This design comes from an exercise in tuning for small area, a short achievable clock period and few clock cycles per item on the open sky130 flow, not from production work. Function was checked by simulation only, so behaviour that the tests miss may differ from the original.

[design.v]
`default_nettype none
package gemm_pkg;
  typedef logic [32-1:0] beat_t;
  typedef logic [2*4*8-1:0] a_tile_t;
  typedef logic [2*4*4-1:0] b_tile_t;
  typedef logic signed [32-1:0] res_t;
  typedef logic [2*2*32-1:0] res_tile_t;
  typedef struct packed {
    a_tile_t a;
    b_tile_t b;
  } operand_t;
  typedef enum logic [2:0] {IDLE, LOAD, COMPUTE, DRAIN, DONE} ctrl_state_t;
endpackage
`default_nettype wire
`timescale 1ns/1ps
`default_nettype none
module tile_loader #(
  parameter int BEATS = 1
) (
  input  wire                         ap_clk,
  input  wire                         areset,
  input  wire                         load_en,
  input  wire                         clear,
  input  wire                         req,
  input  wire gemm_pkg::beat_t        data,
  output logic                        ack,
  output logic                        full,
  output gemm_pkg::beat_t [BEATS-1:0] tile
);
  localparam int               CNT_W    = $clog2(BEATS + 1);
  localparam logic [CNT_W-1:0] CNT_FULL = CNT_W'(BEATS);
  logic [CNT_W-1:0] cnt;
  logic             take;
  assign take = req && !ack && load_en && !full && (cnt != CNT_FULL);
  always_ff @(posedge ap_clk) begin
    if (areset) begin
      ack  <= 1'b0;
      full <= 1'b0;
      cnt  <= '0;
    end else begin
      if (take) begin
        ack <= 1'b1;
        cnt <= cnt + 1'b1;
      end else if (ack && !req) begin
        ack <= 1'b0;
        if (cnt == CNT_FULL) begin
          full <= 1'b1;
        end
      end
      if (clear) begin
        full <= 1'b0;
        cnt  <= '0;
      end
    end
  end
  always_ff @(posedge ap_clk) begin
    if (take) begin
      tile[cnt] <= data;
    end
  end
endmodule
`default_nettype wire
`timescale 1ns/1ps
`default_nettype none
module tile_mac (
  input  wire                      ap_clk,
  input  wire                      areset,
  input  wire                      mac_start,
  input  wire gemm_pkg::operand_t  operands,
  output logic                     res_valid,
  output gemm_pkg::res_tile_t      res
);
  localparam int             ELEMS  = 2 * 2;
  localparam int             K_W    = $clog2(4);
  localparam logic [K_W-1:0] K_LAST = K_W'(4 - 1);
  logic           busy;
  logic [K_W-1:0] k_cnt;
  gemm_pkg::res_t           acc  [ELEMS];
  gemm_pkg::res_t           term [ELEMS];
  logic signed [8-1:0] a_el [ELEMS];
  logic signed [4-1:0] b_el [ELEMS];
  gemm_pkg::a_tile_t          a_op;
  gemm_pkg::b_tile_t          b_op;
  localparam int A_TILE_W = 2 * 4 * 8;
  localparam int B_TILE_W = 2 * 4 * 4;
  assign a_op = operands[A_TILE_W + B_TILE_W - 1 : B_TILE_W];
  assign b_op = operands[B_TILE_W - 1 : 0];
  always_comb begin
    for (int m = 0; m < 2; m++) begin
      for (int n = 0; n < 2; n++) begin
        a_el[m * 2 + n] = a_op[(m * 4 + k_cnt) * 8 +: 8];
        b_el[m * 2 + n] = b_op[(n * 4 + k_cnt) * 4 +: 4];
        term[m * 2 + n] = a_el[m * 2 + n] * b_el[m * 2 + n];
      end
    end
  end
  always_ff @(posedge ap_clk) begin
    if (areset) begin
      busy      <= 1'b0;
      k_cnt     <= '0;
      res_valid <= 1'b0;
    end else begin
      res_valid <= 1'b0;
      if (mac_start) begin
        busy  <= 1'b1;
        k_cnt <= '0;
      end else if (busy) begin
        k_cnt <= k_cnt + 1'b1;
        if (k_cnt == K_LAST) begin
          busy      <= 1'b0;
          res_valid <= 1'b1;
        end
      end
    end
  end
  always_ff @(posedge ap_clk) begin
    for (int i = 0; i < ELEMS; i++) begin
      if (mac_start) acc[i] <= '0;
      else if (busy) acc[i] <= acc[i] + term[i];
    end
  end
  always_comb begin
    for (int i = 0; i < ELEMS; i++) begin
      res[i * 32 +: 32] = acc[i];
    end
  end
endmodule
`default_nettype wire
`timescale 1ns/1ps
`default_nettype none
module gemm_ctrl (
  input  wire  ap_clk,
  input  wire  areset,
  input  wire  ap_start,
  input  wire  write_result,
  input  wire  a_full,
  input  wire  b_full,
  input  wire  res_valid,
  input  wire  drain_done,
  output logic load_en,
  output logic clear,
  output logic mac_start,
  output logic drain_en,
  output logic ap_idle,
  output logic ap_done,
  output logic ap_ready
);
  gemm_pkg::ctrl_state_t state;
  logic        start_q;
  logic        start_pulse;
  logic        wr_q;
  assign start_pulse = ap_start & ~start_q;
  always_ff @(posedge ap_clk) begin
    if (areset) begin
      state     <= gemm_pkg::IDLE;
      start_q   <= 1'b0;
      wr_q      <= 1'b0;
      mac_start <= 1'b0;
    end else begin
      start_q   <= ap_start;
      mac_start <= 1'b0;
      case (state)
        gemm_pkg::IDLE: begin
          if (start_pulse) begin
            state <= gemm_pkg::LOAD;
            wr_q  <= write_result;
          end
        end
        gemm_pkg::LOAD: begin
          if (a_full && b_full) begin
            state     <= gemm_pkg::COMPUTE;
            mac_start <= 1'b1;
          end
        end
        gemm_pkg::COMPUTE: if (res_valid) state <= wr_q ? gemm_pkg::DRAIN : gemm_pkg::DONE;
        gemm_pkg::DRAIN:   if (drain_done) state <= gemm_pkg::DONE;
        default: state <= gemm_pkg::IDLE;
      endcase
    end
  end
  assign load_en  = (state == gemm_pkg::LOAD);
  assign drain_en = (state == gemm_pkg::COMPUTE) && wr_q;
  assign clear    = (state == gemm_pkg::DONE);
  assign ap_done  = (state == gemm_pkg::DONE);
  assign ap_ready = ap_done;
  assign ap_idle  = (state == gemm_pkg::IDLE) || (state == gemm_pkg::DONE);
endmodule
`default_nettype wire
`timescale 1ns/1ps
`default_nettype none
module result_drain (
  input  wire                      ap_clk,
  input  wire                      areset,
  input  wire                      drain_en,
  input  wire                      res_valid,
  input  wire gemm_pkg::res_tile_t res,
  input  wire                      out_ready,
  output logic                     out_valid,
  output gemm_pkg::res_t           out_data,
  output logic                     drain_done
);
  localparam int               ELEMS    = 2 * 2;
  localparam int               IDX_W    = $clog2(ELEMS);
  localparam logic [IDX_W-1:0] IDX_LAST = IDX_W'(ELEMS - 1);
  gemm_pkg::res_tile_t        hold;
  logic [IDX_W-1:0] idx;
  logic             capture;
  logic             xfer;
  assign capture    = drain_en && res_valid;
  assign xfer       = out_valid && out_ready;
  assign drain_done = xfer && (idx == IDX_LAST);
  assign out_data = hold[idx * 32 +: 32];
  always_ff @(posedge ap_clk) begin
    if (areset) begin
      out_valid <= 1'b0;
      idx       <= '0;
    end else if (capture) begin
      out_valid <= 1'b1;
      idx       <= '0;
    end else if (xfer) begin
      if (idx == IDX_LAST) begin
        out_valid <= 1'b0;
      end else begin
        idx <= idx + 1'b1;
      end
    end
  end
  always_ff @(posedge ap_clk) begin
    if (capture) begin
      hold <= res;
    end
  end
endmodule
`default_nettype wire
`timescale 1ns/1ps
`default_nettype none
module w4a8_gemm_top (
  input  wire                  ap_clk,
  input  wire                  areset,
  input  wire                  ap_start,
  input  wire                  write_result,
  input  wire                  a_req,
  input  wire gemm_pkg::beat_t a_data,
  input  wire                  b_req,
  input  wire gemm_pkg::beat_t b_data,
  input  wire                  out_ready,
  output wire                  ap_idle,
  output wire                  ap_done,
  output wire                  ap_ready,
  output wire                  a_ack,
  output wire                  b_ack,
  output wire                  out_valid,
  output wire gemm_pkg::res_t  out_data
);
  logic      load_en;
  logic      clear;
  logic      mac_start;
  logic      drain_en;
  logic      a_full;
  logic      b_full;
  logic      res_valid;
  logic      drain_done;
  gemm_pkg::a_tile_t   a_tile;
  gemm_pkg::b_tile_t   b_tile;
  gemm_pkg::operand_t  operands;
  gemm_pkg::res_tile_t res_tile;
  assign operands.a = a_tile;
  assign operands.b = b_tile;
  gemm_ctrl ctrl0 (
    .ap_clk       (ap_clk),
    .areset       (areset),
    .ap_start     (ap_start),
    .write_result (write_result),
    .a_full       (a_full),
    .b_full       (b_full),
    .res_valid    (res_valid),
    .drain_done   (drain_done),
    .load_en      (load_en),
    .clear        (clear),
    .mac_start    (mac_start),
    .drain_en     (drain_en),
    .ap_idle      (ap_idle),
    .ap_done      (ap_done),
    .ap_ready     (ap_ready)
  );
  tile_loader #(.BEATS(2)) a_loader (
    .ap_clk  (ap_clk),
    .areset  (areset),
    .load_en (load_en),
    .clear   (clear),
    .req     (a_req),
    .data    (a_data),
    .ack     (a_ack),
    .full    (a_full),
    .tile    (a_tile)
  );
  tile_loader #(.BEATS(1)) b_loader (
    .ap_clk  (ap_clk),
    .areset  (areset),
    .load_en (load_en),
    .clear   (clear),
    .req     (b_req),
    .data    (b_data),
    .ack     (b_ack),
    .full    (b_full),
    .tile    (b_tile)
  );
  tile_mac mac0 (
    .ap_clk    (ap_clk),
    .areset    (areset),
    .mac_start (mac_start),
    .operands  (operands),
    .res_valid (res_valid),
    .res       (res_tile)
  );
  result_drain drain0 (
    .ap_clk     (ap_clk),
    .areset     (areset),
    .drain_en   (drain_en),
    .res_valid  (res_valid),
    .res        (res_tile),
    .out_ready  (out_ready),
    .out_valid  (out_valid),
    .out_data   (out_data),
    .drain_done (drain_done)
  );
endmodule
`default_nettype wire
[run.sh]
#!/bin/bash
# synth_recipe.tcl (not shown) runs the flow's synth.tcl, then flattens the netlist and writes it again
# the make line also repeats each setting of config.mk as NAME=value (left out here)
make -C /OpenROAD-flow-scripts/flow DESIGN_CONFIG=/design/flow/config.mk WORK_HOME=/design/flow/orfs CLKGATE_MAP_FILE= SYNTH_SCRIPT=/design/flow/synth_recipe.tcl finish
[config.mk]
export PLATFORM = sky130hd
export DESIGN_NAME = w4a8_gemm_top
export DESIGN_NICKNAME = w4a8_gemm_top
export VERILOG_FILES = /design/flow/design.v
export SDC_FILE = /design/flow/constraint.sdc
export NUM_CORES = 4
export LEC_CHECK = 0
export CAP_MARGIN = 20
export CORE_MARGIN = 2
export CORE_UTILIZATION = 40
export SLEW_MARGIN = 20
[constraint.sdc]
create_clock -name core_clock -period 8.0 [get_ports {ap_clk}]
set_input_delay 1.6000 -clock core_clock [delete_from_list [all_inputs] [get_ports {ap_clk}]]
set_output_delay 1.6000 -clock core_clock [all_outputs]
set_load 0.01 [all_outputs]
==> results of run 1 <==
## flip-flops by register name, indices dropped and copies added, names as in the netlist, 2 cells and up, named ones only
register       cells
ctrl0.state        3
drain0.idx         2
a_loader.cnt       2
mac0.k_cnt         2
a_loader.tile     64
drain0.hold      128
mac0.acc         128
## worst max-delay path: cells and delay by family (launching register included)
kind / cells / cell delay (ps)
xor gates and xnor gates: 1 / 220
buffers and inverters: 5 / 670
adders and majority gates: 6 / 2350
and+or+nand+nor: 4 / 610
muxes: 3 / 1210
DFF: 1 / 490
AOI/OAI and AO/OA: 10 / 1830
## worst min-delay path by stage
stage	to	slack (ps)	cells after the start
4_1_cts	drain0.hold[127]$_DFFE_PP_	470	0
3_5_place_dp	drain0.hold[127]$_DFFE_PP_	450	0
3_3_place_gp	drain0.hold[63]$_DFFE_PP_	450	0
6_report	drain0.hold[63]$_DFFE_PP_	460	0
2_1_floorplan	drain0.hold[31]$_DFFE_PP_	420	0
5_1_grt	drain0.hold[127]$_DFFE_PP_	470	0
## through the flow
step                hold slack (ps)  utilization (%)
floorplan                       423                -
global placement                447             43.6
detailed placement              445             43.6
CTS                             466             46.0
global route                    472             46.1
finish                          465             46.1
## logic make-up after synthesis
logic type	Yosys count	synth area share (%)
simple gates	626	12.2
mux	128	8.15
fa+ha+maj	285	16.9
buf+inv	236	3.74
flops	372	40.0
xor+xnor	146	5.42
compound gates	512	13.6
## repair_timing
| action | in CTS | in global routing |
|---|---|---|
| gates resized for setup | 0 | 4 |
| hold endpoints to repair | 0 | 0 |
| setup buffers | 0 | 5 |
| endpoints found under the setup margin | 0 | 2 |
## synthesized netlist by cell type, types with 5 or more instances
cell      count
and2_1       84
o21ai_0     148
mux4_2       52
nor2_1      204
and3_1       11
dfxtp_1     148
nor3_1       21
nand4_1      16
nor4_1        6
clkbuf_1     64
a21oi_1     131
a31oi_1      19
and4_1        6
or2_2        11
nand2b_1     22
o211ai_1      5
nand2_1     177
xnor2_1     102
inv_1       151
xor2_1       41
a211oi_2      5
a21o_1       63
nor2b_1      15
buf_1        12
a211oi_1     22
mux2i_1      69
nand3_1      30
fa_1         72
o21ai_1      10
o21bai_1     26
edfxtp_1    224
or3_1         5
buf_2         7
ha_1        213
o21a_1       16
## layout make-up
cell class,instances,area [um2],area share (%)
clock inverters,20,228,0.821
well taps,782,978,3.53
inverters,151,567,2.04
flip-flops and latches,372,9700,35.0
clock buffers,59,1220,4.40
repair buffers,139,1340,4.83
multi-input cells,1698,13700,49.4
## routing by layer
layer / wire length [um] / vias up / track usage, %
met2: 29200 / 415 / 33.1
met1: 26200 / 8385 / 24.2
met3: 2650 / 79 / 2.28
met4: 1360 / 0 / 5.15
li1: - / 8470 / -
met5: 0 / - / 0
==> results by group, run 1 <==
Outcome
  • Outcome: complete, no violations

STA
  • Final Critical Period: 7480 ps
  • Fmax: approximately 0.13 GHz
  • Final worst setup slack: 520 ps
  • Layout Skew: around 31 ps
  • Setup_tns: 0 ps
  • RSZ-0062 raised after global routing: no
  • Final period utilization: between 90% and 100%
  • Hold Vio Cnt, Final: 0
  • Worst relative slew slack: 31.0%
  • Setup violators final: 0
  • Slew Viols, Final: 0
  • Slew @ Worst Pin: 1030 ps

Clock network
  • Clk root buf: clkbuf_16
  • CTS Buf Count: 43
  • Worst skew pair latency: 580 ps
  • Clk pin slew, worst setup/hold paths: 60 ps
  • CTS sink cnt: 372
  • Hold_buf cts: 0
  • H-tree depth: 2
  • Clock buffer depth: 3
  • CTS tree: built

Yosys
  • Synth async-reset ratio: 0%
  • Ranking of synthesized cells by area: edfxtp_1, dfxtp_1, ha_1
  • Post-synth EDFFs: 224
  • Synth Net Count: 2661
  • Yosys top cell area share: between 20% and 30%
  • Synthesized instance count: 2305
  • Post-synth top flop: edfxtp_1
  • Area leader, netlist: edfxtp_1
  • Seq/Total Area, Yosys: 40.0%
  • Flops & latches, synth: 372
  • Cell Area, Synth: about 24000 um2
  • Syn Area/Cell: 10.5 um2
  • Yosys warnings: 9
  • Post-synth cell types: 89

Critical path
  • Crit path capture: mac0.acc[2][31]$_SDFFE_PP0P_
  • CP endpoint kind: flop
  • Worst Path Arrival: 7950 ps
  • Kind of critical path: reg2reg
  • RR Startpoint: mac0.k_cnt[0]$_SDFFE_PP0P_
  • Critical R2R Capture: mac0.acc[2][31]$_SDFFE_PP0P_
  • Setup crit start kind: flop
  • Setup crit start: mac0.k_cnt[0]$_SDFFE_PP0P_
  • R2R cell count: 29
  • CP required: 8470 ps
  • Slowest stage delay, CP: slightly below 700 ps
  • Slowest CP cell: mux4_2
  • Worst path most repeated cell: fa_1
  • CP Max Fanout: 16
  • R2r setup slk: 520 ps

Final layout
  • Most frequent cells in the layout: edfxtp_1, ha_1, nor2_1, nand2_1, inv_1
  • # nets final: 2761
  • Most common cell after layout, fill and taps aside: edfxtp_1
  • Final non-filler cell total: roughly 3200
  • Ratio of cells with drive above 1 in the final layout: 8.82%
  • Area grow syn2layout: 14.4%
  • # diodes: 0
  • Design area: about 28000 um2
  • Filler cells: between 5000 and 6000

Drt
  • Via-to-Cell Ratio: 5.39
  • Final ANT Viol Nets: 0
  • Via count: around 17000
  • DRC errors left: 0
  • Post-Route WL: 59.4 mm
  • DR iter-0 viols: about 1000
  • DR WL/cell: 18.5 um
  • DRT Pass-1 Iters: 6

GRT
  • Initial antenna violation count: 0
  • First-pass GRT wire length: between 90 and 100 mm
  • Vias in the first global route: between 15000 and 20000
  • Largest net degree at the start of global routing: 92
  • GRT Overall Usage: 18.8%
  • Remaining Overflow, GRT: 0

Floorplan
  • IO Pins: approximately 110
  • Die footprint: 62600 um2
  • Die height: between 200 and 300 um
  • Row cnt: 90
  • Initial core utilization: 40.3%
  • Core area: 60100 um2
  • Width of the die: 250 um

Placement
  • Placed Area: 26200 um2
  • PortBufs: approximately 110
  • Setup Slack @ Placement: 183 ps
  • DP HPWL: 43.9 mm
  • Placed cell count: 3136
  • GP Congestion: 0.891

Hold path
  • Hold Crit Class: reg2reg
  • Hold path start: mac0.acc[1][31]$_SDFFE_PP0P_

Run
  • Max Cap Viol: 0
Testbench counts, summed over its fixed seeds: cycles 56,100, jobs 3,200.
==> inputs of run 2 (changes only) <==
==> design.v (replaced) <==
`default_nettype none
package gemm_pkg;
  typedef logic [32-1:0] beat_t;
  typedef logic [2*4*8-1:0] a_tile_t;
  typedef logic [2*4*4-1:0] b_tile_t;
  typedef logic signed [32-1:0] res_t;
  typedef logic [2*2*32-1:0] res_tile_t;
  typedef struct packed {
    a_tile_t a;
    b_tile_t b;
  } operand_t;
  typedef enum logic [2:0] {IDLE, LOAD, COMPUTE, DRAIN, DONE} ctrl_state_t;
endpackage
`default_nettype wire
`timescale 1ns/1ps
`default_nettype none
module tile_mac (
  input  wire  [31:0] a_row,    
  input  wire  [15:0] b_row,    
  output logic [13:0] dot
);
  logic signed [7:0]  a_el [4];
  logic signed [3:0]  b_el [4];
  logic signed [13:0] sum;
  always_comb begin
    sum = '0;
    for (int k = 0; k < 4; k++) begin
      a_el[k] = a_row[8*k +: 8];
      b_el[k] = b_row[4*k +: 4];
      sum = sum + a_el[k] * b_el[k];
    end
    dot = sum;
  end
endmodule
`default_nettype wire
`timescale 1ns/1ps
`default_nettype none
module w4a8_gemm_top (
  input  wire         ap_clk,
  input  wire         areset,
  input  wire         ap_start,
  input  wire         write_result,
  input  wire         a_req,
  input  wire  [31:0] a_data,
  input  wire         b_req,
  input  wire  [31:0] b_data,
  input  wire         out_ready,
  output wire         ap_idle,
  output wire         ap_done,
  output wire         ap_ready,
  output wire         a_ack,
  output wire         b_ack,
  output wire         out_valid,
  output wire  [31:0] out_data
);
  logic        run;        
  logic        done_q;
  logic        wr_q;
  logic        ack_a, ack_b;
  logic [1:0]  a_cnt;      
  logic        b_got;      
  logic [2:0]  wcnt;       
  logic        ov;
  logic [13:0] oreg;
  logic [31:0] areg;
  logic [31:0] breg;
  logic [13:0] dot;
  wire xfer    = ov & out_ready;
  wire take_a  = run & a_req & ~ack_a & (a_cnt == 2'd0 | (a_cnt == 2'd1 & (~wr_q | wcnt[1])));
  wire take_b  = run & b_req & ~ack_b & ~b_got;
  wire row_in  = wcnt[1] ? (a_cnt == 2'd2) : (a_cnt == 2'd1);
  wire load    = run & wr_q & ~wcnt[2] & b_got & row_in & (~ov | out_ready);
  wire tiles   = (a_cnt == 2'd2) & ~ack_a & b_got & ~ack_b;
  wire fin     = run & tiles & (~wr_q | (wcnt[2] & (~ov | out_ready)));
  tile_mac mac0 (
    .a_row (areg),
    .b_row (wcnt[0] ? breg[31:16] : breg[15:0]),
    .dot   (dot)
  );
  always_ff @(posedge ap_clk) begin
    if (areset) begin
      run    <= 1'b0;
      done_q <= 1'b0;
      wr_q   <= 1'b0;
      ack_a  <= 1'b0;
      ack_b  <= 1'b0;
      a_cnt  <= '0;
      b_got  <= 1'b0;
      wcnt   <= '0;
      ov     <= 1'b0;
    end else begin
      done_q <= fin;
      if (~run) begin
        if (ap_start & ~done_q) begin
          run   <= 1'b1;
          wr_q  <= write_result;
          a_cnt <= '0;
          b_got <= 1'b0;
          wcnt  <= '0;
        end
      end else if (fin) begin
        run <= 1'b0;
      end
      if (take_a) begin
        ack_a <= 1'b1;
        a_cnt <= a_cnt + 2'd1;
      end else if (~a_req) begin
        ack_a <= 1'b0;
      end
      if (take_b) begin
        ack_b <= 1'b1;
        b_got <= 1'b1;
      end else if (~b_req) begin
        ack_b <= 1'b0;
      end
      if (load) begin
        ov   <= 1'b1;
        wcnt <= wcnt + 3'd1;
      end else if (xfer) begin
        ov   <= 1'b0;
      end
    end
  end
  always_ff @(posedge ap_clk) begin
    if (take_a) areg <= a_data;
    if (take_b) breg <= b_data;
    if (load)   oreg <= dot;
  end
  assign ap_idle   = ~run;
  assign ap_done   = done_q;
  assign ap_ready  = done_q;
  assign a_ack     = ack_a;
  assign b_ack     = ack_b;
  assign out_valid = ov;
  assign out_data  = {{18{oreg[13]}}, oreg};
endmodule
`default_nettype wire
--- a/config.mk
+++ b/config.mk
@@ -8,4 +8,5 @@
 export CAP_MARGIN = 20
 export CORE_MARGIN = 2
 export CORE_UTILIZATION = 40
+export SETUP_SLACK_MARGIN = 3
 export SLEW_MARGIN = 20
==> results by group, run 2 <==
STA
  • RSZ-0062 raised after global routing: yes (was no)
  • Layout Skew: 10.5 ps (was 31.1 ps)
  • Hold Vio Cnt, Final: 0 (unchanged)
  • Final period utilization: 75.9% (was 93.5%)
  • Final Critical Period: 6070 ps (was 7480 ps)
  • Setup_tns: 0 ps (unchanged)
  • Worst relative slew slack: 53.0% (was 31.0%)
  • Slew Viols, Final: 0 (unchanged)
  • Setup violators final: 0 (unchanged)
  • Slew @ Worst Pin: 702 ps (was 1030 ps)
  • Final worst setup slack: 1930 ps (was 520 ps)
  • Fmax: 0.165 GHz (was 0.134 GHz)

Yosys
  • Flops & latches, synth: 90 (was 372)
  • Synth async-reset ratio: 0% (unchanged)
  • Post-synth cell types: 53 (was 89)
  • Area leader, netlist: edfxtp_1 (unchanged)
  • Syn Area/Cell: 11.0 um2 (was 10.5 um2)
  • Yosys top cell area share: 27.1% (was 27.8%)
  • Synthesized instance count: 782 (was 2305)
  • Seq/Total Area, Yosys: 29.9% (was 40.0%)
  • Cell Area, Synth: 8630 um2 (was 24200 um2)
  • Post-synth EDFFs: 78 (was 224)
  • Synth cell count leaders: inv_1, ha_1, fa_1 (was edfxtp_1, ha_1, nor2_1)
  • Post-synth top flop: edfxtp_1 (unchanged)
  • Yosys warnings: 4 (was 9)
  • Synth Net Count: 1043 (was 2661)
  • Ranking of synthesized cells by area: edfxtp_1, fa_1, ha_1 (was edfxtp_1, dfxtp_1, ha_1)
  • Most common cell in the synthesized netlist: inv_1 (was edfxtp_1)

Final layout
  • Ratio of cells with drive above 1 in the final layout: 16.4% (was 8.82%)
  • # nets final: 1179 (was 2761)
  • Design area: 11100 um2 (was 27700 um2)
  • Most frequent cells in the layout: clkdlybuf4s50_1, inv_1, fa_1, ha_1, edfxtp_1 (was edfxtp_1, ha_1, nor2_1, nand2_1, inv_1)
  • Biggest regs: areg: 32 flops, breg: 32 flops, oreg: 14 flops (was drain0.hold: 128 flops, mac0.acc: 128 flops, a_loader.tile: 64 flops)
  • Area grow syn2layout: 29.0% (was 14.4%)
  • Final non-filler cell total: 1198 (was 3221)
  • Most common cell after layout, fill and taps aside: clkdlybuf4s50_1 (was edfxtp_1)
  • # diodes: 0 (unchanged)

Drt
  • Via count: 5785 (was 17300)
  • DRT Pass-1 Iters: 4 (was 6)
  • DR iter-0 viols: 148 (was 980)
  • Post-Route WL: 17.6 mm (was 59.4 mm)
  • DRC errors left: 0 (unchanged)
  • Final ANT Viol Nets: 0 (unchanged)
  • DR WL/cell: 14.7 um (was 18.5 um)
  • Via-to-Cell Ratio: 4.83 (was 5.39)

Clock network
  • Hold_buf cts: 0 (unchanged)
  • CTS Buf Count: 9 (was 43)
  • Clk root buf: clkbuf_16 (unchanged)
  • H-tree depth: 3 (was 2)
  • Worst skew pair latency: 350 ps (was 580 ps)
  • CTS sink cnt: 90 (was 372)
  • CTS tree: built (unchanged)
  • Clk pin slew, worst setup/hold paths: 70 ps (was 60 ps)
  • Clock buffer depth: 2 (was 3)

GRT
  • First-pass GRT wire length: 29.6 mm (was 94.0 mm)
  • Vias in the first global route: 6036 (was 17500)
  • Initial antenna violation count: 0 (unchanged)
  • Remaining Overflow, GRT: 0 (unchanged)
  • GRT Overall Usage: 16.6% (was 18.8%)
  • Largest net degree at the start of global routing: 34 (was 92)

Run
  • Max Cap Viol: 0 (unchanged)

Placement
  • GP Congestion: 0.792 (was 0.891)
  • Placed cell count: 1145 (was 3136)
  • PortBufs: 108 (unchanged)
  • DP HPWL: 14.0 mm (was 43.9 mm)
  • Setup Slack @ Placement: 1170 ps (was 183 ps)
  • Placed Area: 10200 um2 (was 26200 um2)

Floorplan
  • Width of the die: 151 um (was 250 um)
  • Initial core utilization: 40.9% (was 40.3%)
  • IO Pins: 109 (unchanged)
  • Row cnt: 53 (was 90)
  • Core area: 21100 um2 (was 60100 um2)
  • Die height: 151 um (was 250 um)
  • Die footprint: 22800 um2 (was 62600 um2)

Critical path
  • R2R cell count: 22 (was 29)
  • Worst path most repeated cell: fa_1 (unchanged)
  • Slowest stage delay, CP: 510 ps (was 680 ps)
  • Slowest CP cell: fa_1 (was mux4_2)
  • Setup crit start kind: flop (unchanged)
  • Worst Path Arrival: 6280 ps (was 7950 ps)
  • CP Max Fanout: 6 (was 16)
  • R2r setup slk: 1930 ps (was 520 ps)
  • CP endpoint kind: flop (unchanged)
  • CP cell instances: buf_12 -> mux2i_4 -> or2_1 -> fa_1 -> fa_1 -> inv_2 -> fa_1 -> ha_2 -> inv_2 -> fa_2 -> nor2b_4 -> o31a_1 -> or4_4 -> a31oi_4 -> xnor2_2 -> fa_1 -> fa_1 -> inv_2 -> ha_4 -> nand3_4 -> or4b_1 -> nand4_1
  • CP required: 8210 ps (was 8470 ps)
  • Kind of critical path: reg2reg (unchanged)

Hold path
  • Hold Crit Class: reg2reg (unchanged)
  • Hold path depth: 2 (was 0)

Outcome
  • Outcome: complete, no violations (unchanged)
-- run 2: changes by cell type in the layout (fill, tap and decap cells not counted), sizes merged, moves of 116 or more --
cell    previous run  this run
o21ai            160        23
ha               213        97
nand2            179        36
edfxtp           224        78
nor2             204        41
dfxtp            148        12
-- run 2: routing by layer --
layer	global-route usage [%]	wire [um]	up-vias
li1	-	-	2859
met1	22.1	8270	2811
met2	28.4	8580	100
met3	2.50	504	15
met4	4.11	253	0
met5	0	0	-
-- run 2: final timing paths --
check,startpoint,end
worst max-delay path,wcnt[0]$_SDFFE_PP0P_,oreg[12]$_DFFE_PP_
worst min-delay path,run$_SDFF_PP0_,run$_SDFF_PP0_
worst max register to register,wcnt[0]$_SDFFE_PP0P_,oreg[12]$_DFFE_PP_
worst min register to register,run$_SDFF_PP0_,run$_SDFF_PP0_
-- run 2: cell type report --
| cell class | instances | area (um2) |
|---|---|---|
| multi-input combinational | 556 | 6060 |
| sequential | 90 | 2590 |
| inverter | 113 | 424 |
| clock buffer | 11 | 264 |
| fill | 1941 | 9960 |
| clock inverter | 5 | 38.8 |
| tap | 275 | 344 |
| timing repair buffer | 148 | 1410 |
-- run 2: critical path: cells and delay by family, from the launching register on --
family          cells  cell delay, ps
xor+xnor            1             150
fa+ha+maj           8            3120
mux                 1             170
compound gates      2             440
simple gates        6            1370
buf+inv             4             290
flops               1             390
-- run 2: cells by family after synthesis --
family / synth area share [%]
fa+ha+maj: 35.6
flops: 29.9
buf+inv: 6.77
xor+xnor: 5.07
compound gates: 6.99
simple gates: 12.8
mux: 2.81
-- run 2: stage by stage --
stage / utilization (%) / hold WS [ps]
finish: 52.8 / 507
global route: 52.8 / 536
CTS: 52.0 / 504
detailed placement: 48.4 / 493
global placement: 48.4 / 493
floorplan: - / 474
-- run 2: what timing repair did --
| action | 4_1_cts | 5_1_grt |
|---|---|---|
| resized for setup | 41 | 20 |
| pin swaps | 24 | 16 |
| buffers inserted | 28 | 9 |
| endpoints found under the setup margin | 11 | 10 |
Testbench counts of run 2, summed over its fixed seeds: cycles 28,425, jobs 3,200.
==> inputs of run 3 (changes only) <==
--- a/config.mk
+++ b/config.mk
@@ -8,5 +8,5 @@
 export CAP_MARGIN = 20
 export CORE_MARGIN = 2
 export CORE_UTILIZATION = 40
-export SETUP_SLACK_MARGIN = 3
+export SETUP_SLACK_MARGIN = 4.5
 export SLEW_MARGIN = 20
==> results by group, run 3 <==
Outcome
  • Outcome: complete, no violations (unchanged)

Run
  • Max Cap Viol: 0 (unchanged)

Drt
  • Via-to-Cell Ratio: 4.80 (was 4.83)
  • DR iter-0 viols: 192 (was 148)
  • DRT Pass-1 Iters: 4 (unchanged)
  • Via count: 5768 (was 5785)
  • Final ANT Viol Nets: 0 (unchanged)
  • DRC errors left: 0 (unchanged)
  • Post-Route WL: 17.6 mm (about the same)
  • DR WL/cell: 14.6 um (was 14.7 um)

Yosys
  • Post-synthesis simple-gate area fraction: 12.8% (unchanged)
  • Seq/Total Area, Yosys: 29.9% (unchanged)
  • Cell Area, Synth: 8630 um2 (unchanged)
  • Flops & latches, synth: 90 (unchanged)
  • Mux share of post-synthesis cell area: 2.81% (unchanged)
  • Post-synth EDFFs: 78 (unchanged)
  • Largest family of logic cells by synthesized area: adder cells (unchanged)
  • Synth Area in Compound Gates: 6.99% (unchanged)
  • Synthesized instance count: 782 (unchanged)
  • Synth async-reset ratio: 0% (unchanged)
  • Area leader, netlist: edfxtp_1 (unchanged)
  • Post-synth top flop: edfxtp_1 (unchanged)
  • Post-synth cell types: 53 (unchanged)
  • Syn Area/Cell: 11.0 um2 (unchanged)
  • Synth cell count leaders: inv_1, ha_1, fa_1 (unchanged)
  • Yosys top cell area share: 27.1% (unchanged)
  • Ranking of synthesized cells by area: edfxtp_1, fa_1, ha_1 (unchanged)
  • Yosys warnings: 4 (unchanged)
  • Synth Net Count: 1043 (unchanged)
  • Most common cell in the synthesized netlist: inv_1 (unchanged)
  • Post-synthesis adder-cell area fraction: 35.6% (unchanged)
  • Synth Area in XOR/XNOR: 5.07% (unchanged)

Hold path
  • Hold Crit Class: reg2reg (unchanged)

Final layout
  • Most common cell after layout, fill and taps aside: clkdlybuf4s50_1 (unchanged)
  • Biggest regs: areg: 32 flops, breg: 32 flops, oreg: 14 flops (unchanged)
  • Ratio of cells with drive above 1 in the final layout: 17.3% (was 16.4%)
  • # nets final: 1182 (was 1179)
  • Area grow syn2layout: 30.1% (was 29.0%)
  • Most frequent cells in the layout: clkdlybuf4s50_1, inv_1, fa_1, ha_1, edfxtp_1 (unchanged)
  • # diodes: 0 (unchanged)

Floorplan
  • Die height: 151 um (unchanged)
  • Width of the die: 151 um (unchanged)
  • Initial core utilization: 40.9% (unchanged)
  • Die footprint: 22800 um2 (unchanged)
  • IO Pins: 109 (unchanged)
  • Core area: 21100 um2 (unchanged)
  • Row cnt: 53 (unchanged)

GRT
  • Vias in the first global route: 5808 (was 6036)
  • Remaining Overflow, GRT: 0 (unchanged)
  • GRT Overall Usage: 16.2% (was 16.6%)
  • Initial antenna violation count: 0 (unchanged)
  • Largest net degree at the start of global routing: 28 (was 34)
  • First-pass GRT wire length: 28.9 mm (was 29.6 mm)

Critical path
  • Critical R2R Capture: oreg[13]$_DFFE_PP_ (was oreg[12]$_DFFE_PP_)
  • Setup crit start: wcnt[0]$_SDFFE_PP0P_ (unchanged)
  • CP required: 8110 ps (was 8210 ps)
  • R2r setup slk: 1870 ps (was 1930 ps)
  • CP Max Fanout: 5 (was 6)
  • Worst Path Arrival: 6240 ps (was 6280 ps)
  • Kind of critical path: reg2reg (unchanged)
  • R2R cell count: 24 (was 22)
  • Setup crit start kind: flop (unchanged)
  • Crit path capture: oreg[13]$_DFFE_PP_ (was oreg[12]$_DFFE_PP_)
  • RR Startpoint: wcnt[0]$_SDFFE_PP0P_ (unchanged)
  • CP endpoint kind: flop (unchanged)

STA
  • Final period utilization: 76.6% (was 75.9%)
  • Slew Viols, Final: 0 (unchanged)
  • Hold Vio Cnt, Final: 0 (unchanged)
  • Final Critical Period: 6130 ps (was 6070 ps)
  • Setup violators final: 0 (unchanged)
  • Final worst setup slack: 1870 ps (was 1930 ps)
  • Layout Skew: 20.3 ps (was 10.5 ps)
  • Worst relative slew slack: 48.5% (was 53.0%)
  • RSZ-0062 raised after global routing: yes (unchanged)
  • Slew @ Worst Pin: 770 ps (was 702 ps)
  • Setup_tns: 0 ps (unchanged)
  • Fmax: 0.163 GHz (was 0.165 GHz)

Clock network
  • CTS tree: built (unchanged)
  • H-tree depth: 3 (unchanged)
  • CTS sink cnt: 90 (unchanged)
  • Clk root buf: clkbuf_16 (unchanged)
  • Worst skew pair latency: 370 ps (was 350 ps)
  • Clk pin slew, worst setup/hold paths: 90 ps (was 70 ps)
  • CTS Buf Count: 9 (unchanged)
  • Hold_buf cts: 0 (unchanged)
  • Clock buffer depth: 2 (unchanged)

Placement
  • GP Congestion: 0.806 (was 0.792)
  • DP HPWL: 13.8 mm (was 14.0 mm)
  • PortBufs: 108 (unchanged)
  • Setup Slack @ Placement: 1200 ps (was 1170 ps)
==> run 3: cell counts after synthesis <==
Identical to the previous run, type by type.
==> run 3: per-stage QoR <==
stage	area [um2]	instances	hold slack, ps	utilization [%]
final	11200	1201	515	53.2
after global routing	11200	1201	537	53.2
after CTS	11100	1195	517	52.6
after detailed placement	10300	1146	506	48.7
after global placement	10300	1146	491	48.7
after floorplan	9000	782	474	-
==> run 3: cells by family after synthesis <==
| family | count (synthesis) |
|---|---|
| AOI/OAI and AO/OA | 93 |
| xor gates and xnor gates | 50 |
| adders and majority gates | 190 |
| buffers and inverters | 136 |
| DFF | 90 |
| muxes | 23 |
| and+or+nand+nor | 200 |
==> run 3: worst min path at each step <==
stage                                from                     to  cells past startpoint
finish                     run$_SDFF_PP0_         run$_SDFF_PP0_                      2
global route        a_cnt[1]$_SDFFE_PP0P_  a_cnt[1]$_SDFFE_PP0P_                      2
CTS                        run$_SDFF_PP0_         run$_SDFF_PP0_                      2
detailed placement         run$_SDFF_PP0_         run$_SDFF_PP0_                      2
global placement           run$_SDFF_PP0_         run$_SDFF_PP0_                      2
floorplan                  run$_SDFF_PP0_         run$_SDFF_PP0_                      2
==> run 3: area by class of cell <==
type,count,area (um2)
clock buffers,9,225
clock inverters,7,66.3
fillers,1887,9860
flip-flops and latches,90,2590
repair buffers,151,1480
multi-input cells,556,6100
well taps,275,344
inverters,113,424
==> run 3: worst max-delay path: stages, from the launching register on <==
cell and delay [ps]:
dfxtp_4 370, buf_12 150, mux2i_4 190, or2_1 230, fa_1 460, fa_1 510
inv_2 40, fa_1 460, ha_2 200, inv_2 50, fa_2 220, nor2b_4 40
o31a_1 250, or4_4 430, a31oi_4 190, xnor2_2 130, fa_1 480, fa_1 520
inv_2 50, ha_4 290, inv_2 60, o22ai_2 210, nand3_1 120, o311ai_1 130
nor3_1 100
==> run 3: metal layers <==
layer | vias to the layer above | global-route usage (%) | wire length, um
met4 | 0 | 4.77 | 206
met5 | - | 0 | 0
li1 | 2865 | - | -
met3 | 11 | 2.02 | 513
met1 | 2796 | 22.4 | 8380
met2 | 96 | 27.0 | 8460
==> run 3: timing repair <==
| item | CTS | global route |
|---|---|---|
| buffers inserted | 32 | 6 |
| endpoints found under the setup margin | 12 | 12 |
| pin swaps | 31 | 25 |
| endpoints found under the hold margin | 0 | 0 |
| gates cloned | 1 | 0 |
| gates resized for setup | 48 | 20 |
==> inputs of run 4 (changes only) <==
--- a/config.mk
+++ b/config.mk
@@ -8,5 +8,4 @@
 export CAP_MARGIN = 20
 export CORE_MARGIN = 2
 export CORE_UTILIZATION = 40
-export SETUP_SLACK_MARGIN = 4.5
 export SLEW_MARGIN = 20
==> results by group, run 4 <==
Final layout
  • # diodes: 0 (unchanged)
  • Area grow syn2layout: 19.2% (was 30.1%)
  • # nets final: 1150 (was 1182)
  • Most frequent cells in the layout: inv_1, clkdlybuf4s50_1, ha_1, fa_1, edfxtp_1 (was clkdlybuf4s50_1, inv_1, fa_1, ha_1, edfxtp_1)
  • Ratio of cells with drive above 1 in the final layout: 4.92% (was 17.3%)
  • Biggest regs: areg: 32 flops, breg: 32 flops, oreg: 14 flops (unchanged)
  • Most common cell after layout, fill and taps aside: inv_1 (was clkdlybuf4s50_1)

Drt
  • DRT Pass-1 Iters: 4 (unchanged)
  • DR WL/cell: 13.8 um (was 14.6 um)
  • DRC errors left: 0 (unchanged)
  • Final ANT Viol Nets: 0 (unchanged)
  • Via-to-Cell Ratio: 4.73 (was 4.80)
  • DR iter-0 viols: 160 (was 192)
  • Via count: 5529 (was 5768)
  • Post-Route WL: 16.1 mm (was 17.6 mm)

Clock network
  • Setup Fix Bufs, Post-CTS: 0 (was 32)
  • Clk root buf: clkbuf_16 (unchanged)
  • CTS Buf Count: 9 (unchanged)
  • Clk pin slew, worst setup/hold paths: 80 ps (was 90 ps)
  • H-tree depth: 3 (unchanged)
  • Clock buffer depth: 2 (unchanged)
  • Resized cells post-CTS: 0 (was 48)
  • Worst skew pair latency: 360 ps (was 370 ps)
  • CTS tree: built (unchanged)
  • CTS sink cnt: 90 (unchanged)
  • Hold_buf cts: 0 (unchanged)

STA
  • Worst hold margin: 518 ps (was 515 ps)
  • Layout Skew: 12.4 ps (was 20.3 ps)
  • Slew @ Worst Pin: 1070 ps (was 770 ps)
  • Fmax: 0.139 GHz (was 0.163 GHz)
  • Setup violators final: 0 (unchanged)
  • RSZ-0062 raised after global routing: no (was yes)
  • Worst relative slew slack: 28.8% (was 48.5%)
  • Hold Vio Cnt, Final: 0 (unchanged)
  • Final Critical Period: 7180 ps (was 6130 ps)
  • Final worst setup slack: 820 ps (was 1870 ps)
  • Final period utilization: 89.7% (was 76.6%)
  • Setup_tns: 0 ps (unchanged)
  • Slew Viols, Final: 0 (unchanged)

GRT
  • GRT Overall Usage: 15.6% (was 16.2%)
  • Initial antenna violation count: 0 (unchanged)
  • Vias in the first global route: 5754 (was 5808)
  • First-pass GRT wire length: 27.9 mm (was 28.9 mm)
  • Largest net degree at the start of global routing: 37 (was 28)
  • Remaining Overflow, GRT: 0 (unchanged)

Critical path
  • CP required: 8100 ps (was 8110 ps)
  • Slowest CP cell: mux2i_1 (was fa_1)
  • Setup crit start kind: flop (unchanged)
  • Worst Path Arrival: 7280 ps (was 6240 ps)
  • Kind of critical path: reg2reg (unchanged)
  • Slowest stage delay, CP: 790 ps (was 520 ps)
  • CP endpoint kind: flop (unchanged)
  • Worst path most repeated cell: fa_1 (unchanged)
  • CP cell instances: mux2i_1 -> or2_1 -> fa_1 -> fa_1 -> fa_1 -> inv_1 -> ha_1 -> fa_1 -> a211oi_1 -> o21bai_1 -> a21oi_1 -> xor2_1 -> fa_1 -> fa_1 -> inv_1 -> ha_1 -> nand3_1 -> o22ai_1 -> nand3_1 -> o311ai_0 -> nor3_1 (was buf_12 -> mux2i_4 -> or2_1 -> fa_1 -> fa_1 -> inv_2 -> fa_1 -> ha_2 -> inv_2 -> fa_2 -> nor2b_4 -> o31a_1 -> or4_4 -> a31oi_4 -> xnor2_2 -> fa_1 -> fa_1 -> inv_2 -> ha_4 -> inv_2 -> o22ai_2 -> nand3_1 -> o311ai_1 -> nor3_1)
  • CP Max Fanout: 9 (was 5)

Floorplan
  • Initial core utilization: 40.9% (unchanged)
  • Row cnt: 53 (unchanged)
  • Die footprint: 22800 um2 (unchanged)
  • Die height: 151 um (unchanged)
  • IO Pins: 109 (unchanged)
  • Width of the die: 151 um (unchanged)
  • Core area: 21100 um2 (unchanged)

Placement
  • PortBufs: 108 (unchanged)
  • GP Congestion: 0.819 (was 0.806)
  • Setup Slack @ Placement: 852 ps (was 1200 ps)
  • DP HPWL: 13.3 mm (was 13.8 mm)

Yosys
  • Post-synth cell types: 53 (unchanged)
  • Synth Net Count: 1043 (unchanged)
  • Cell Area, Synth: 8630 um2 (unchanged)
  • Seq/Total Area, Yosys: 29.9% (unchanged)
  • Post-synth EDFFs: 78 (unchanged)
  • Post-synth top flop: edfxtp_1 (unchanged)
  • Flops & latches, synth: 90 (unchanged)
  • Synthesized instance count: 782 (unchanged)
  • Yosys warnings: 4 (unchanged)
  • Most common cell in the synthesized netlist: inv_1 (unchanged)
  • Ranking of synthesized cells by area: edfxtp_1, fa_1, ha_1 (unchanged)
  • Synth cell count leaders: inv_1, ha_1, fa_1 (unchanged)
  • Syn Area/Cell: 11.0 um2 (unchanged)
  • Yosys top cell area share: 27.1% (unchanged)
  • Synth async-reset ratio: 0% (unchanged)
  • Area leader, netlist: edfxtp_1 (unchanged)

Outcome
  • Outcome: complete, no violations (unchanged)

Run
  • Max Cap Viol: 0 (unchanged)

Hold path
  • Hold Crit Class: reg2reg (unchanged)
run 4: layer usage:
| metal | routed length [um] | GRT usage [%] |
|---|---|---|
| met3 | 452 | 2.32 |
| met4 | 198 | 3.93 |
| met5 | 0 | 0 |
| met2 | 7260 | 24.9 |
| met1 | 8230 | 22.4 |
run 4: kinds of logic after synthesis:
group	share of synthesized area, %
AO/OA/AOI/OAI	6.99
AND/OR/NAND/NOR	12.8
XOR/XNOR	5.07
multiplexers	2.81
adder cells (fa/ha/maj)	35.6
buffers and inverters	6.77
flip-flops	29.9
run 4: worst paths after layout:
kind / from / to / slack [ps] / cells past startpoint
hold reg to reg: run$_SDFF_PP0_ / run$_SDFF_PP0_ / 520 / 2
hold / removal: run$_SDFF_PP0_ / run$_SDFF_PP0_ / 520 / 2
setup reg to reg: wcnt[0]$_SDFFE_PP0P_ / oreg[13]$_DFFE_PP_ / 820 / 21
setup / recovery: wcnt[0]$_SDFFE_PP0P_ / oreg[13]$_DFFE_PP_ / 820 / 21
run 4: through the flow:
step	instance area, um2	util [%]	std cells
after floorplan	8630	-	782
after global placement	9990	47.4	1153
after detailed placement	9990	47.4	1153
after CTS	10300	48.8	1169
after global routing	10300	48.8	1169
final	10300	48.8	1169
run 4: worst max-delay path: cells and delay by family, from the launching register on:
family	cells	cell delay (ps)
adder cells (fa/ha/maj)	8	3520
AO/OA/AOI/OAI	5	1000
multiplexers	1	790
flip-flops	1	720
AND/OR/NAND/NOR	4	590
XOR/XNOR	1	210
buffers and inverters	2	90
run 4: final cells by class:
class                   count  area, um2
fillers                  1958      10800
multi-input cells         556       5480
inverters                 113        424
flip-flops and latches     90       2580
repair buffers            119       1160
clock inverters             7       68.8
well taps                 275        344
clock buffers               9        225

## separate check: timing with driven ports
The flow's constraints put no driver on any port. The routed layouts listed below were extracted and timed again, unchanged, in two steps. Step 1 sets driving cells, clkbuf_16 on the clock port and buf_2 on the other inputs (assumed; they add their load-dependent delay and slew). Step 2 times the ports against the registers' clock, not the clock port: input delays grow and output delays shrink by t, the midpoint of the rising clock arrivals with the driver on. Three values: ideal ports, drivers, drivers and shift; two values: the first two.
run	t (ns)	setup WS [ns]	cell pins on the clock port's net
run 1	0.621	0.520 / 0.520 / 0.520	1
run 2	0.394	1.929 / 1.929 / 1.929	1
run 3	0.403	1.872 / 1.872 / 1.872	1
run 4	0.397	0.820 / 0.820 / 0.820	1
After both steps setup and hold are still met in every run listed.
